From an optimization exercise on the open Yosys and OpenROAD flow, aimed at small area and a short achievable clock period; shortcuts taken in it are not production practice. The RTL was checked by simulation tests, not by an equivalence proof against the original design. No activity file was given, so power comes from the tool's default toggle rates.

== job 101 ==
Design csr_unit, start of the top module:
module csr_unit (
  input  logic        clk,
  input  logic        rst_n,
  input  logic        req_valid,
  output logic        req_ready,
  input  logic [1:0]  req_op,
  input  logic [11:0] req_addr,
  input  logic [31:0] req_wdata,
  output logic        rsp_valid,
  output logic [31:0] rsp_rdata,
  output logic        rsp_illegal,
  input  logic [1:0]  evt_kind,
  input  logic [3:0]  evt_cause,
  input  logic [31:0] evt_pc,
  input  logic [31:0] evt_tval,
  output logic        redirect_valid,
  output logic [31:0] redirect_pc,
  output logic [1:0]  priv,
  output logic        machine_interrupt
);
  localparam logic [31:0] MISA  = 32'h4014_0100;
  localparam logic [31:0] MS_K  = 32'h0000_19aa;
  localparam logic [31:0] S_INT = 32'h0000_0222;
  logic [31:0] mstatus_k, mie_k, mip_k;         
  logic [31:0] mstatus_r, mie_r, mip_r;         
  logic        v_mstatus, v_mie, v_mip;
  logic [31:0] medeleg_r, mtvec_r, mscratch_r, mepc_r, mcause_r, mtval_r;
  logic [31:0] stvec_r, sscratch_r, sepc_r, scause_r, stval_r;
  logic        v_medeleg, v_mtvec, v_mscratch, v_mepc, v_mcause, v_mtval;
  logic        v_stvec, v_sscratch, v_sepc, v_scause, v_stval;
  logic [1:0]  priv_q;
  logic        mint_q;
  logic [31:0] mstatus, mie, mip;
  logic [31:0] medeleg, mtvec, mscratch, mepc, mcause, mtval;
  logic [31:0] stvec, sscratch, sepc, scause, stval;
  assign mstatus  = (mstatus_k & MS_K)  | (mstatus_r & ~MS_K  & {32{v_mstatus}});
  assign mie      = (mie_k     & S_INT) | (mie_r     & ~S_INT & {32{v_mie}});
  assign mip      = (mip_k     & S_INT) | (mip_r     & ~S_INT & {32{v_mip}});
  assign medeleg  = medeleg_r  & {32{v_medeleg}};
  assign mtvec    = mtvec_r    & {32{v_mtvec}};
  assign mscratch = mscratch_r & {32{v_mscratch}};
  assign mepc     = mepc_r     & {32{v_mepc}};
  assign mcause   = mcause_r   & {32{v_mcause}};
  assign mtval    = mtval_r    & {32{v_mtval}};
  assign stvec    = stvec_r    & {32{v_stvec}};
  assign sscratch = sscratch_r & {32{v_sscratch}};
  assign sepc     = sepc_r     & {32{v_sepc}};
  assign scause   = scause_r   & {32{v_scause}};
  assign stval    = stval_r    & {32{v_stval}};
  assign priv              = priv_q;
  assign machine_interrupt = mint_q;
  logic [3:0] icause, icause_n;
  logic exc, mret, sret, irq, trap, to_s, ent_s, ent_m;
  assign exc   = (evt_kind == 2'd1);
  ...
Size in the first run: ~500 flip-flops, about 190 I/O pins, roughly 26000 µm² of cells after synthesis.
Settings: LEC_CHECK=0, ABC_AREA=1, CAP_MARGIN=20, CORE_MARGIN=2, CORE_UTILIZATION=40, CTS_BUF_LIST=sky130_fd_sc_hd__clkbuf_8, CTS_CLUSTER_DIAMETER=60, CTS_CLUSTER_SIZE=14, SETUP_SLACK_MARGIN=2.4, SLEW_MARGIN=20; clock period 5.0 ns.
standard.sh (not shown) runs the stock make flow with config.mk's settings and CLKGATE_MAP_FILE= SYNTH_SCRIPT=/design/flow/synth_recipe.tcl, a recipe that flattens the netlist after the stock synthesis.
==> flow/flow/run.sh <==
#!/bin/bash
# The standard layout, with plain sky130_fd_sc_hd__buf_1 cells as the
# input and output port buffers (buffer_ports otherwise picks a slow delay
# buffer); timing repair sizes them up where needed. The flow's full output
# goes to standard.log.
set -euo pipefail
export BUFFER_PORTS_ARGS="-buffer_cell sky130_fd_sc_hd__buf_1"
bash standard.sh > standard.log 2>&1
Input-level comparison between job 102 and job 101:
-- flow/config.mk --
<<< job 101, line 12
export CTS_BUF_LIST = sky130_fd_sc_hd__clkbuf_8
export CTS_CLUSTER_DIAMETER = 60
export CTS_CLUSTER_SIZE = 14
export SETUP_SLACK_MARGIN = 2.4
>>> job 102, line 12
export CTS_BUF_LIST = sky130_fd_sc_hd__clkbuf_8
export SETUP_SLACK_MARGIN = 2.4
[summary]
- Cell area | job 102 vs job 101 | job 102 larger
- Number of antenna diodes: job 102 vs job 101 down 1
- Compared with job 101, job 102 is the more power-hungry design.
- Between job 101 and job 102, the logic gate share of total power is higher for job 101.

## re-timing with driven ports
No port has a modelled driver above. Below, the same layouts with a new extraction and two added sets of constraints. Step 1, drivers: a clkbuf_16 drives clk and a buf_2 each remaining input, both assumed. Step 2, shift: input delay + t, output delay - t, t = (earliest + latest rising clock arrival at the registers) / 2. This alone moves slack from input paths to output paths. Slacks: ideal ports / drivers / drivers and shift; pairs: ideal ports / drivers.
run	t, ns	setup WS [ns]	worst hold slack (ns)	worst setup path at the end	latest minus earliest clock arrival (ns)
job 101	0.746	2.393 / 2.371 / 1.705	0.377 / 0.340 / 0.463	input to register	0.033 / 0.033
job 102	0.752	2.335 / 2.362 / 1.618	0.377 / 0.340 / 0.456	input to register	0.038 / 0.038
After both steps every run listed still meets setup and hold. For job 102, which loses most, drivers alone change the setup slack by +0.027 ns; drivers and shift together by -0.717 ns.
